What follows belongs to an exercise in optimizing a design on an open flow for small area, a short achievable clock period and few clock cycles per item; a production flow would make more cautious choices. Function was checked by simulation only, so behaviour that the tests miss may differ from the original. Power figures rest on the tool's default switching activity, not on a simulated workload.

--- flow/config.mk ---
export PLATFORM = sky130hd
export DESIGN_NAME = rv_core_top
export DESIGN_NICKNAME = rv_core_top
export VERILOG_FILES = /design/flow/design.v
export SDC_FILE = /design/flow/constraint.sdc
export NUM_CORES = 4
export LEC_CHECK = 0
export CAP_MARGIN = 20
export CORE_MARGIN = 2
export CORE_UTILIZATION = 40
export SETUP_SLACK_MARGIN = 0.2
export SLEW_MARGIN = 20
--- flow/constraint.sdc ---
create_clock -name core_clock -period 8.6 [get_ports {clk}]
set_input_delay 1.7200 -clock core_clock [delete_from_list [all_inputs] [get_ports {clk}]]
set_output_delay 1.7200 -clock core_clock [all_outputs]
set_load 0.01 [all_outputs]
--- flow/design.v ---
`default_nettype none
package rv_core_pkg;
  localparam int XLEN = 32;
  localparam logic [XLEN-1:0] RESET_PC = '0;
  localparam logic [4:0] OPCODE_OP     = 5'b01100;
  localparam logic [4:0] OPCODE_OP_IMM = 5'b00100;
  localparam logic [4:0] OPCODE_LUI    = 5'b01101;
  localparam logic [4:0] OPCODE_AUIPC  = 5'b00101;
  localparam logic [4:0] OPCODE_JAL    = 5'b11011;
  localparam logic [4:0] OPCODE_JALR   = 5'b11001;
  localparam logic [4:0] OPCODE_BRANCH = 5'b11000;
  localparam logic [2:0] FUNCT3_ADD  = 3'b000;
  localparam logic [2:0] FUNCT3_SLL  = 3'b001;
  localparam logic [2:0] FUNCT3_SLT  = 3'b010;
  localparam logic [2:0] FUNCT3_SLTU = 3'b011;
  localparam logic [2:0] FUNCT3_XOR  = 3'b100;
  localparam logic [2:0] FUNCT3_SR   = 3'b101;
  localparam logic [2:0] FUNCT3_OR   = 3'b110;
  localparam logic [2:0] FUNCT3_AND  = 3'b111;
  localparam logic [2:0] FUNCT3_BEQ  = 3'b000;
  localparam logic [2:0] FUNCT3_BNE  = 3'b001;
  localparam logic [2:0] FUNCT3_BLT  = 3'b100;
  localparam logic [2:0] FUNCT3_BGE  = 3'b101;
  localparam logic [2:0] FUNCT3_BLTU = 3'b110;
  localparam logic [2:0] FUNCT3_BGEU = 3'b111;
  typedef logic [XLEN-1:0] word_t;
  typedef logic [4:0]      reg_addr_t;
  typedef struct packed {
    word_t pc;
    word_t inst;
  } fetch_t;
  typedef struct packed {
    logic [4:0] opcode;
    logic [2:0] funct3;
    reg_addr_t  rs1_addr;
    reg_addr_t  rs2_addr;
    reg_addr_t  rd_addr;
    logic       rd_wb;
    word_t      imm;
    logic [2:0] alu_op;
    logic       alu_alternate;
    logic       src1_is_pc;
    logic       src1_is_zero;
    logic       src2_is_imm;
  } decoded_t;
  typedef struct packed {
    word_t     pc;
    word_t     inst;
    reg_addr_t rd_addr;
    logic      rd_wb;
    word_t     rd_data;
    word_t     npc;
  } commit_t;
endpackage
`default_nettype wire
`timescale 1ns/1ns
`default_nettype none
module rv_fetch_port (
  input  wire                  clk,
  input  wire                  nrst,
  input  wire                  i_fetch_ack,
  input  rv_core_pkg::word_t   i_fetch_inst,
  input  wire                  i_retired,
  input  rv_core_pkg::word_t   i_npc,
  output logic                 o_fetch_req,
  output rv_core_pkg::word_t   o_fetch_pc,
  output rv_core_pkg::fetch_t  o_fetch,
  output logic                 o_issue
);
  typedef enum logic [1:0] {
    ST_IDLE,
    ST_REQ,
    ST_ACK_LOW,
    ST_BUSY
  } state_t;
  state_t             state;
  rv_core_pkg::word_t pc;
  always_ff @(posedge clk) begin
    if (!nrst) begin
      state   <= ST_IDLE;
      pc      <= rv_core_pkg::RESET_PC;
      o_issue <= 1'b0;
    end else begin
      o_issue <= 1'b0;
      case (state)
        ST_IDLE: state <= ST_REQ;
        ST_REQ: begin
          if (i_fetch_ack) begin
            o_issue <= 1'b1;
            state   <= ST_ACK_LOW;
          end
        end
        ST_ACK_LOW: begin
          if (!i_fetch_ack) begin
            state <= ST_BUSY;
          end
        end
        default: begin
          if (i_retired) begin
            pc    <= i_npc;
            state <= ST_REQ;
          end
        end
      endcase
    end
  end
  always_ff @(posedge clk) begin
    if (state == ST_REQ && i_fetch_ack) begin
      o_fetch.pc   <= pc;
      o_fetch.inst <= i_fetch_inst;
    end
  end
  assign o_fetch_req = (state == ST_REQ);
  assign o_fetch_pc  = pc;
endmodule
`default_nettype wire
`timescale 1ns/1ns
`default_nettype none
module rv_decode (
  input  rv_core_pkg::fetch_t   i_fetch,
  output rv_core_pkg::decoded_t o_decoded
);
  rv_core_pkg::word_t inst;
  logic [4:0]         opcode;
  logic [2:0]         funct3;
  assign inst   = i_fetch.inst;
  assign opcode = inst[6:2];
  assign funct3 = inst[14:12];
  always_comb begin
    o_decoded.opcode   = opcode;
    o_decoded.funct3   = funct3;
    o_decoded.rs1_addr = inst[19:15];
    o_decoded.rs2_addr = inst[24:20];
    o_decoded.rd_addr  = inst[11:7];
    case (opcode)
      rv_core_pkg::OPCODE_LUI, rv_core_pkg::OPCODE_AUIPC:
        o_decoded.imm = {inst[31:12], 12'h000};
      rv_core_pkg::OPCODE_JAL:
        o_decoded.imm = {{12{inst[31]}}, inst[19:12], inst[20], inst[30:21], 1'b0};
      rv_core_pkg::OPCODE_BRANCH:
        o_decoded.imm = {{20{inst[31]}}, inst[7], inst[30:25], inst[11:8], 1'b0};
      default:
        o_decoded.imm = {{20{inst[31]}}, inst[31:20]};
    endcase
    o_decoded.rd_wb = (inst[11:7] != 5'd0) &&
                      ((opcode == rv_core_pkg::OPCODE_OP) || (opcode == rv_core_pkg::OPCODE_OP_IMM) ||
                       (opcode == rv_core_pkg::OPCODE_LUI) || (opcode == rv_core_pkg::OPCODE_AUIPC) ||
                       (opcode == rv_core_pkg::OPCODE_JAL) || (opcode == rv_core_pkg::OPCODE_JALR));
    o_decoded.src1_is_zero = (opcode == rv_core_pkg::OPCODE_LUI);
    o_decoded.src1_is_pc   = (opcode == rv_core_pkg::OPCODE_AUIPC) ||
                             (opcode == rv_core_pkg::OPCODE_JAL);
    o_decoded.src2_is_imm  = (opcode != rv_core_pkg::OPCODE_OP) &&
                             (opcode != rv_core_pkg::OPCODE_BRANCH);
    if (opcode == rv_core_pkg::OPCODE_OP || opcode == rv_core_pkg::OPCODE_OP_IMM) begin
      o_decoded.alu_op = funct3;
    end else if (opcode == rv_core_pkg::OPCODE_BRANCH) begin
      case (funct3)
        rv_core_pkg::FUNCT3_BEQ, rv_core_pkg::FUNCT3_BNE:
          o_decoded.alu_op = rv_core_pkg::FUNCT3_XOR;
        rv_core_pkg::FUNCT3_BLT, rv_core_pkg::FUNCT3_BGE:
          o_decoded.alu_op = rv_core_pkg::FUNCT3_SLT;
        default:
          o_decoded.alu_op = rv_core_pkg::FUNCT3_SLTU;
      endcase
    end else begin
      o_decoded.alu_op = rv_core_pkg::FUNCT3_ADD;
    end
    if (opcode == rv_core_pkg::OPCODE_OP) begin
      o_decoded.alu_alternate = inst[30];
    end else if (opcode == rv_core_pkg::OPCODE_OP_IMM && funct3 == rv_core_pkg::FUNCT3_SR) begin
      o_decoded.alu_alternate = inst[30];
    end else begin
      o_decoded.alu_alternate = 1'b0;
    end
  end
endmodule
`default_nettype wire
`timescale 1ns/1ns
`default_nettype none
module rv_regfile (
  input  wire                     clk,
  input  wire                     nrst,
  input  rv_core_pkg::reg_addr_t  i_rs1_addr,
  input  rv_core_pkg::reg_addr_t  i_rs2_addr,
  input  wire                     i_we,
  input  rv_core_pkg::reg_addr_t  i_rd_addr,
  input  rv_core_pkg::word_t      i_rd_data,
  output rv_core_pkg::word_t      o_rs1_data,
  output rv_core_pkg::word_t      o_rs2_data
);
  rv_core_pkg::word_t regs [1:31];
  always_ff @(posedge clk) begin
    if (!nrst) begin
      for (int i = 1; i < 32; i++) begin
        regs[i] <= '0;
      end
    end else if (i_we && i_rd_addr != 5'd0) begin
      regs[i_rd_addr] <= i_rd_data;
    end
  end
  assign o_rs1_data = (i_rs1_addr == 5'd0) ? '0 : regs[i_rs1_addr];
  assign o_rs2_data = (i_rs2_addr == 5'd0) ? '0 : regs[i_rs2_addr];
endmodule
`default_nettype wire
`timescale 1ns/1ns
`default_nettype none
module rv_execute (
  input  rv_core_pkg::fetch_t   i_fetch,
  input  rv_core_pkg::decoded_t i_decoded,
  input  rv_core_pkg::word_t    i_rs1_data,
  input  rv_core_pkg::word_t    i_rs2_data,
  output rv_core_pkg::commit_t  o_result
);
  rv_core_pkg::word_t src1;
  rv_core_pkg::word_t src2;
  rv_core_pkg::word_t sra_res;
  rv_core_pkg::word_t alu_res;
  rv_core_pkg::word_t pc_plus4;
  logic               is_jump;
  logic               taken;
  assign src1 = i_decoded.src1_is_zero ? '0 :
                i_decoded.src1_is_pc   ? i_fetch.pc : i_rs1_data;
  assign src2 = i_decoded.src2_is_imm ? i_decoded.imm : i_rs2_data;
  assign sra_res  = $signed(src1) >>> src2[4:0];
  assign pc_plus4 = i_fetch.pc + 32'd4;
  always_comb begin
    alu_res = '0;
    case (i_decoded.alu_op)
      rv_core_pkg::FUNCT3_ADD:  alu_res = i_decoded.alu_alternate ? src1 - src2 : src1 + src2;
      rv_core_pkg::FUNCT3_SLL:  alu_res = src1 << src2[4:0];
      rv_core_pkg::FUNCT3_SLT:  alu_res[0] = $signed(src1) < $signed(src2);
      rv_core_pkg::FUNCT3_SLTU: alu_res[0] = src1 < src2;
      rv_core_pkg::FUNCT3_XOR:  alu_res = src1 ^ src2;
      rv_core_pkg::FUNCT3_SR:   alu_res = i_decoded.alu_alternate ? sra_res : src1 >> src2[4:0];
      rv_core_pkg::FUNCT3_OR:   alu_res = src1 | src2;
      default:                  alu_res = src1 & src2;
    endcase
  end
  assign is_jump = (i_decoded.opcode == rv_core_pkg::OPCODE_JAL) ||
                   (i_decoded.opcode == rv_core_pkg::OPCODE_JALR);
  always_comb begin
    if (i_decoded.opcode == rv_core_pkg::OPCODE_BRANCH) begin
      if ((i_decoded.funct3 == rv_core_pkg::FUNCT3_BEQ) || (i_decoded.funct3 == rv_core_pkg::FUNCT3_BGE) ||
          (i_decoded.funct3 == rv_core_pkg::FUNCT3_BGEU)) begin
        taken = ~|alu_res;
      end else begin
        taken = |alu_res;
      end
    end else begin
      taken = is_jump;
    end
  end
  always_comb begin
    o_result.pc      = i_fetch.pc;
    o_result.inst    = i_fetch.inst;
    o_result.rd_addr = i_decoded.rd_addr;
    o_result.rd_wb   = i_decoded.rd_wb;
    o_result.rd_data = is_jump ? pc_plus4 : alu_res;
    if (i_decoded.opcode == rv_core_pkg::OPCODE_JALR) begin
      o_result.npc = {alu_res[rv_core_pkg::XLEN-1:1], 1'b0};
    end else if (taken) begin
      o_result.npc = i_fetch.pc + i_decoded.imm;
    end else begin
      o_result.npc = pc_plus4;
    end
  end
endmodule
`default_nettype wire
`timescale 1ns/1ns
`default_nettype none
module rv_commit_port (
  input  wire                   clk,
  input  wire                   nrst,
  input  wire                   i_issue,
  input  rv_core_pkg::commit_t  i_result,
  input  wire                   i_commit_ack,
  output logic                  o_commit_req,
  output rv_core_pkg::commit_t  o_commit,
  output logic                  o_we,
  output logic                  o_retired,
  output rv_core_pkg::word_t    o_npc
);
  logic wait_ack_low;
  always_ff @(posedge clk) begin
    if (!nrst) begin
      o_commit_req <= 1'b0;
      wait_ack_low <= 1'b0;
      o_retired    <= 1'b0;
    end else begin
      o_retired <= 1'b0;
      if (i_issue) begin
        o_commit_req <= 1'b1;
      end else if (o_commit_req && i_commit_ack) begin
        o_commit_req <= 1'b0;
        wait_ack_low <= 1'b1;
      end else if (wait_ack_low && !i_commit_ack) begin
        wait_ack_low <= 1'b0;
        o_retired    <= 1'b1;
      end
    end
  end
  always_ff @(posedge clk) begin
    if (i_issue) begin
      o_commit <= i_result;
    end
  end
  assign o_we  = i_issue && i_result.rd_wb;
  assign o_npc = o_commit.npc;
endmodule
`default_nettype wire
`timescale 1ns/1ns
`default_nettype none
module rv_core_top (
  input  wire                   clk,
  input  wire                   nrst,
  input  wire                   i_fetch_ack,
  input  rv_core_pkg::word_t    i_fetch_inst,
  input  wire                   i_commit_ack,
  output logic                  o_fetch_req,
  output rv_core_pkg::word_t    o_fetch_pc,
  output logic                  o_commit_req,
  output rv_core_pkg::commit_t  o_commit
);
  rv_core_pkg::fetch_t   fetch_q;
  rv_core_pkg::decoded_t decoded;
  rv_core_pkg::commit_t  result;
  rv_core_pkg::word_t    rs1_data;
  rv_core_pkg::word_t    rs2_data;
  rv_core_pkg::word_t    npc;
  logic                  issue;
  logic                  we;
  logic                  retired;
  rv_fetch_port u_fetch_port (
    .clk          (clk),
    .nrst         (nrst),
    .i_fetch_ack  (i_fetch_ack),
    .i_fetch_inst (i_fetch_inst),
    .i_retired    (retired),
    .i_npc        (npc),
    .o_fetch_req  (o_fetch_req),
    .o_fetch_pc   (o_fetch_pc),
    .o_fetch      (fetch_q),
    .o_issue      (issue)
  );
  rv_decode u_decode (
    .i_fetch   (fetch_q),
    .o_decoded (decoded)
  );
  rv_regfile u_regfile (
    .clk        (clk),
    .nrst       (nrst),
    .i_rs1_addr (decoded.rs1_addr),
    .i_rs2_addr (decoded.rs2_addr),
    .i_we       (we),
    .i_rd_addr  (result.rd_addr),
    .i_rd_data  (result.rd_data),
    .o_rs1_data (rs1_data),
    .o_rs2_data (rs2_data)
  );
  rv_execute u_execute (
    .i_fetch    (fetch_q),
    .i_decoded  (decoded),
    .i_rs1_data (rs1_data),
    .i_rs2_data (rs2_data),
    .o_result   (result)
  );
  rv_commit_port u_commit_port (
    .clk          (clk),
    .nrst         (nrst),
    .i_issue      (issue),
    .i_result     (result),
    .i_commit_ack (i_commit_ack),
    .o_commit_req (o_commit_req),
    .o_commit     (o_commit),
    .o_we         (we),
    .o_retired    (retired),
    .o_npc        (npc)
  );
endmodule
`default_nettype wire
--- flow/run.sh ---
#!/bin/bash
# synth_recipe.tcl (not shown) runs the flow's synth.tcl, then flattens the netlist and writes it again
# the make line also repeats each setting of config.mk as NAME=value (left out here)
make -C /OpenROAD-flow-scripts/flow DESIGN_CONFIG=/design/flow/config.mk WORK_HOME=/design/flow/orfs CLKGATE_MAP_FILE= SYNTH_SCRIPT=/design/flow/synth_recipe.tcl finish
==> flow_summary.html <==
<table>
<tr><th>Metric</th><th>Value</th></tr>
<tr><th colspan="2">Power and ir drop</th></tr>
<tr><td>Power Total</td><td>around 30 mW</td></tr>
<tr><td>Leakage component of the power</td><td>31.8 nW</td></tr>
<tr><td>Peak supply drop</td><td>427 µV</td></tr>
<tr><td>Power density normalized to cell area</td><td>363 nW/µm²</td></tr>
<tr><th colspan="2">CTS</th></tr>
<tr><td>Worst-case clock buffer depth</td><td>3</td></tr>
<tr><td>TritonCTS clock tree</td><td>done</td></tr>
<tr><td>Clock-pin slew on the worst setup and hold paths</td><td>0.06 ns</td></tr>
<tr><td>Sinks on Clock Net</td><td>approximately 1,300</td></tr>
<tr><td>Clock root buffer master</td><td>clkbuf_16</td></tr>
<tr><td>Clock Latency Late Sink</td><td>0.83 ns</td></tr>
<tr><td>H-tree levels</td><td>4</td></tr>
<tr><td>TritonCTS Buffers</td><td>138</td></tr>
<tr><th colspan="2">Worst setup path</th></tr>
<tr><td>Sort of element at the start of the critical path</td><td>flop</td></tr>
<tr><td>RR Endpoint</td><td>u_commit_port.o_commit[2]$_DFFE_PP_</td></tr>
<tr><td>Series of cell instances along the critical path</td><td>buf_4, mux4_2, mux4_2, mux2i_2, o22ai_1, ha_1, nor4_1, a21boi_1, and3_1, a211oi_1, o221ai_1, nand4bb_1, a32oi_1, mux2i_1, o32a_1, nand2b_1, or4b_1, or3_1, or3_1, buf_4, and2_4, a311oi_1</td></tr>
<tr><td>CP arrival</td><td>8.80 ns</td></tr>
<tr><td>Maximum cell stage delay along the critical path</td><td>~0.80 ns</td></tr>
<tr><td>Count of cells along the worst register-to-register path</td><td>22</td></tr>
<tr><td>Critical path peak fanout</td><td>34</td></tr>
<tr><td>Register-to-register setup slack</td><td>a little under 0.4 ns</td></tr>
<tr><td>Kind of critical path</td><td>flop to flop</td></tr>
<tr><td>Element type at the critical path end</td><td>flop</td></tr>
<tr><td>Endpoint required time on the critical path</td><td>between 9 and 10 ns</td></tr>
<tr><td>Critical Path Slowest Stage Cell</td><td>dfxtp_4</td></tr>
<tr><th colspan="2">Floorplan</th></tr>
<tr><td>Top Ports</td><td>roughly 200</td></tr>
<tr><td>Die Ht</td><td>432 µm</td></tr>
<tr><td>Total number of placement rows</td><td>157</td></tr>
<tr><td>Floorplan Core Area</td><td>183,000 µm²</td></tr>
<tr><td>Total Die Area</td><td>187,000 µm²</td></tr>
<tr><td>Die span in x</td><td>between 400 and 500 µm</td></tr>
<tr><td>Initial core utilization</td><td>approximately two fifths</td></tr>
<tr><th colspan="2">GRT</th></tr>
<tr><td>Number of global-route vias before repair</td><td>roughly 56,000</td></tr>
<tr><td>Initial antenna violation count</td><td>13</td></tr>
<tr><td>Total global-route track usage</td><td>between 30% and 40%</td></tr>
<tr><td>Global-route wire length before repair</td><td>436 mm</td></tr>
<tr><td>Remaining global-route overflow</td><td>0</td></tr>
<tr><td>Largest net degree at the start of global routing</td><td>108</td></tr>
<tr><th colspan="2">Final layout</th></tr>
<tr><td>Commonest non-fill, non-tap cell in the layout</td><td>nor2_1</td></tr>
<tr><td>Fraction of final layout cells with drive strength greater than 1</td><td>18.3%</td></tr>
<tr><td>Most frequent cells in the layout</td><td>nor2_1, edfxtp_1, mux2i_1</td></tr>
<tr><td>FF/Latch Area</td><td>around 38,000 µm²</td></tr>
<tr><td>Layout overhead on the synthesized area</td><td>14.7%</td></tr>
<tr><td>Final #Nets</td><td>6,630</td></tr>
<tr><td>Total of fill cells in the finished design</td><td>16,484</td></tr>
<tr><td>Final core utilization</td><td>46.1%</td></tr>
<tr><td>Area of the multi-input gates</td><td>33,400 µm²</td></tr>
<tr><th colspan="2">Yosys</th></tr>
<tr><td>Yosys Warn Count</td><td>5</td></tr>
<tr><td>Synthesis-stage register bit count</td><td>approximately 1,300</td></tr>
<tr><td>Number of enable-type register cells in the synthesized netlist</td><td>1,217</td></tr>
<tr><td>Number of unique standard cell types used by synthesis</td><td>105</td></tr>
<tr><td>Fraction of synthesized area in multiplexers</td><td>19.2%</td></tr>
<tr><td>Post-synthesis simple-gate area fraction</td><td>11.1%</td></tr>
<tr><td>Synth Area in Adders</td><td>2.45%</td></tr>
<tr><td>Post-synthesis share of cell area spent on xor and xnor gates</td><td>0.847%</td></tr>
<tr><td>Avg Synthesized Cell Area</td><td>11.7 µm²</td></tr>
<tr><td>Seq/Total Area, Yosys</td><td>51.1%</td></tr>
<tr><td>Fraction of registers with async set/reset</td><td>0%</td></tr>
<tr><td>Dominant register cell in the synthesized netlist</td><td>edfxtp_1</td></tr>
<tr><td>Compound-gate portion of the synthesized area</td><td>between 10% and 20%</td></tr>
<tr><td>Instance count of the mapped netlist</td><td>6,250</td></tr>
<tr><td>Cell Area, Synth</td><td>~73,000 µm²</td></tr>
<tr><td>Largest family of logic cells by synthesized area</td><td>multiplexers</td></tr>
<tr><th colspan="2">Placed design</th></tr>
<tr><td>Routability cong.</td><td>1.05</td></tr>
<tr><td>Post-placement setup slack</td><td>0.281 ns</td></tr>
<tr><td>Count of input and output buffers</td><td>~200</td></tr>
<tr><td>Final HPWL from detailed placement</td><td>217 mm</td></tr>
<tr><th colspan="2">Timing</th></tr>
<tr><td>Pins over their slew limit</td><td>0</td></tr>
<tr><td>Hold violation count in the final report</td><td>0</td></tr>
<tr><td>Setup TNS after final layout</td><td>0 ns</td></tr>
<tr><td>Worst clock skew</td><td>0.0521 ns</td></tr>
<tr><td>Slew at the pin closest to its max-slew limit</td><td>between 1 and 1.5 ns</td></tr>
<tr><td>Max transition margin</td><td>9.77%</td></tr>
<tr><td>Clock period minus final worst setup slack</td><td>8.20 ns</td></tr>
<tr><td>Upper clock frequency limit</td><td>122 MHz</td></tr>
<tr><td>Slack of the critical path</td><td>0.398 ns</td></tr>
<tr><td>Part of the cycle the worst path needs</td><td>95.4%</td></tr>
<tr><td>RSZ-0062 raised after global routing</td><td>false</td></tr>
<tr><td>Final setup fails</td><td>0</td></tr>
<tr><th colspan="2">Route</th></tr>
<tr><td>DR WL/cell</td><td>35.3 µm</td></tr>
<tr><td>Drt total wl</td><td>315 mm</td></tr>
<tr><td>Remaining number of nets flagged by the antenna check after routing</td><td>0</td></tr>
<tr><td>Post-detailed-route DRC marker count</td><td>0</td></tr>
<tr><td>Detailed-routing iteration count for the pre-antenna-repair pass</td><td>8</td></tr>
<tr><td>Routed via count</td><td>58,282</td></tr>
<tr><td>Vias per cell</td><td>6.51</td></tr>
<tr><td>Starting DRT DRC Count</td><td>8,735</td></tr>
<tr><th colspan="2">Run status</th></tr>
<tr><td>Status</td><td>no timing/DRC/antenna violations</td></tr>
<tr><th colspan="2">Worst hold path</th></tr>
<tr><td>Hold Path Depth</td><td>0</td></tr>
<tr><td>Worst hold path endpoint</td><td>u_commit_port.o_commit[71]$_DFFE_PP_</td></tr>
<tr><td>Startpoint of the worst hold path</td><td>u_fetch_port.o_fetch[1]$_DFFE_PP_</td></tr>
<tr><td>Tightest Hold Check Type</td><td>flop to flop</td></tr>
<tr><th colspan="2">Flow run</th></tr>
<tr><td>Max capacitance violation total</td><td>0</td></tr>
</table>
## cell type report
cell class | instances | share of cell area (%)
flip-flops and latches | 1265 | 44.6
well taps | 2385 | 3.54
clock inverters | 69 | 0.771
multi-input cells | 4286 | 39.7
clock buffers | 176 | 4.41
diodes | 7 | 0.0208
inverters | 169 | 0.760
repair buffers | 592 | 6.25
## cells in the mapped netlist, types with 17 or more instances
cell      count  share of area [%]
and3_1       25               0.21
nor3_1       85               0.58
a21boi_0     37               0.38
buf_6        45               0.69
buf_4        33               0.34
clkbuf_1    385                2.0
buf_1        49               0.25
nor4_1       18               0.15
o221ai_1     21               0.25
mux4_2      350                 11
buf_2        49               0.33
o211ai_1     35               0.36
o21ai_0     135               0.92
a21oi_1     239                1.6
edfxtp_1   1217                 50
a21o_1       28               0.29
mux2i_1     515                7.0
o21ai_1      23               0.16
xor2_1       32               0.38
a221oi_1     45               0.54
mux2_2       85                1.3
a22o_1       46               0.55
ha_1        139                2.4
a31oi_1      31               0.26
nor2_1     1226                6.3
a22oi_1     103                1.1
dfxtp_1      48                1.3
a211oi_1     38               0.39
xnor2_1      39               0.47
nand3_1      57               0.39
o41ai_1      20               0.24
or3_1        17               0.14
nand2_1     345                1.8
o22ai_1     105               0.89
nand2b_1     32               0.27
nor2b_1      38               0.32
inv_1       161               0.82
o21bai_1     42               0.43
## power by group
group          total, mW  leakage (nW)  internal [mW]  switching, mW
Sequential          7.78          12.7           7.34          0.444
Clock               5.93          2.11           3.36           2.58
Combinational       16.9          17.0           5.21           11.7
## worst max path at each step
stage,startpoint,endpoint,slack [ns],cells past startpoint
CTS,u_fetch_port.o_fetch[4]$_DFFE_PP_,u_commit_port.o_commit[31]$_DFFE_PP_,0.22,28
floorplan,flop,u_commit_port.o_commit[31]$_DFFE_PP_,0.47,28
global route,flop,u_commit_port.o_commit[11]$_DFFE_PP_,0.20,24
global placement,u_fetch_port.o_fetch[4]$_DFFE_PP_,u_commit_port.o_commit[31]$_DFFE_PP_,0.27,28
finish,flop,u_commit_port.o_commit[2]$_DFFE_PP_,0.40,22
detailed placement,u_fetch_port.o_fetch[4]$_DFFE_PP_,u_commit_port.o_commit[31]$_DFFE_PP_,0.28,28
## critical path, delay by kind of cell (launching register included)
kind / cells / cell delay (ns)
buffers and inverters: 2 / 0.68
multiplexers: 4 / 1.50
adder cells (fa/ha/maj): 1 / 0.49
AND/OR/NAND/NOR: 8 / 2.54
flip-flops: 1 / 0.80
AO/OA/AOI/OAI: 7 / 1.91
## flip-flops by register name, indices dropped and copies added (netlist names), named ones only
| name | count |
|---|---|
| u_fetch_port.o_fetch | 64 |
| u_commit_port.o_retired | 1 |
| u_fetch_port.o_issue | 1 |
| u_commit_port.wait_ack_low | 1 |
| u_fetch_port.state | 2 |
| u_regfile.regs | 1024 |
| u_commit_port.o_commit_req | 1 |
| u_commit_port.o_commit | 129 |
| u_fetch_port.pc | 32 |
## routing by layer
| layer | vias up | part of all wire (%) | global-route usage, % |
|---|---|---|---|
| li1 | 23936 | - | - |
| met2 | 3937 | 45 | 51.8 |
| met4 | 10 | 7.1 | 20.2 |
| met1 | 29442 | 36 | 41.2 |
| met3 | 957 | 11 | 8.51 |
| met5 | - | 0.023 | 0 |
## kinds of logic after synthesis
logic type	Yosys count
adder cells (fa/ha/maj)	142
multiplexers	962
flip-flops	1265
AO/OA/AOI/OAI	1140
AND/OR/NAND/NOR	1939
other	1
XOR/XNOR	71
buffers and inverters	730
## timing repair
action,CTS,global route
setup buffers,0,1
resized for setup,0,13
setup endpoints to repair,0,32
hold buffers,0,0
## metrics by stage
step                hold WS (ns)  instances  cell area, µm²
global placement           0.405       8695           79800
floorplan                  0.400       6281           73500
finish                     0.422       8949           84200
global route               0.427       8944           84200
detailed placement         0.408       8696           79800
CTS                        0.423       8941           84200
Testbench counts, summed over its fixed seeds: cycles 38,376, insts 4,800.

[afterwards: timing with drivers on the ports]
The results above use ideal ports. As a check the final layout listed here was re-extracted and re-timed, cells and wires unchanged. Step 1 sets driving cells, clkbuf_16 on the clock port and buf_2 on the other inputs (assumed; they add their load-dependent delay and slew). Step 2, shift: input delay + t, output delay - t, t = (earliest + latest rising clock arrival at the registers) / 2. This alone moves slack from input paths to output paths. Slacks: ideal / step 1 / step 2; pairs: ideal / step 1.
t, ns: 0.904
setup WS [ns]: 0.398 / 0.398 / 0.398
worst setup path at the end: register to register
After both steps this run still meets setup and hold. For this run, drivers alone change the setup slack by 0.000 ns; drivers and shift together by 0.000 ns.
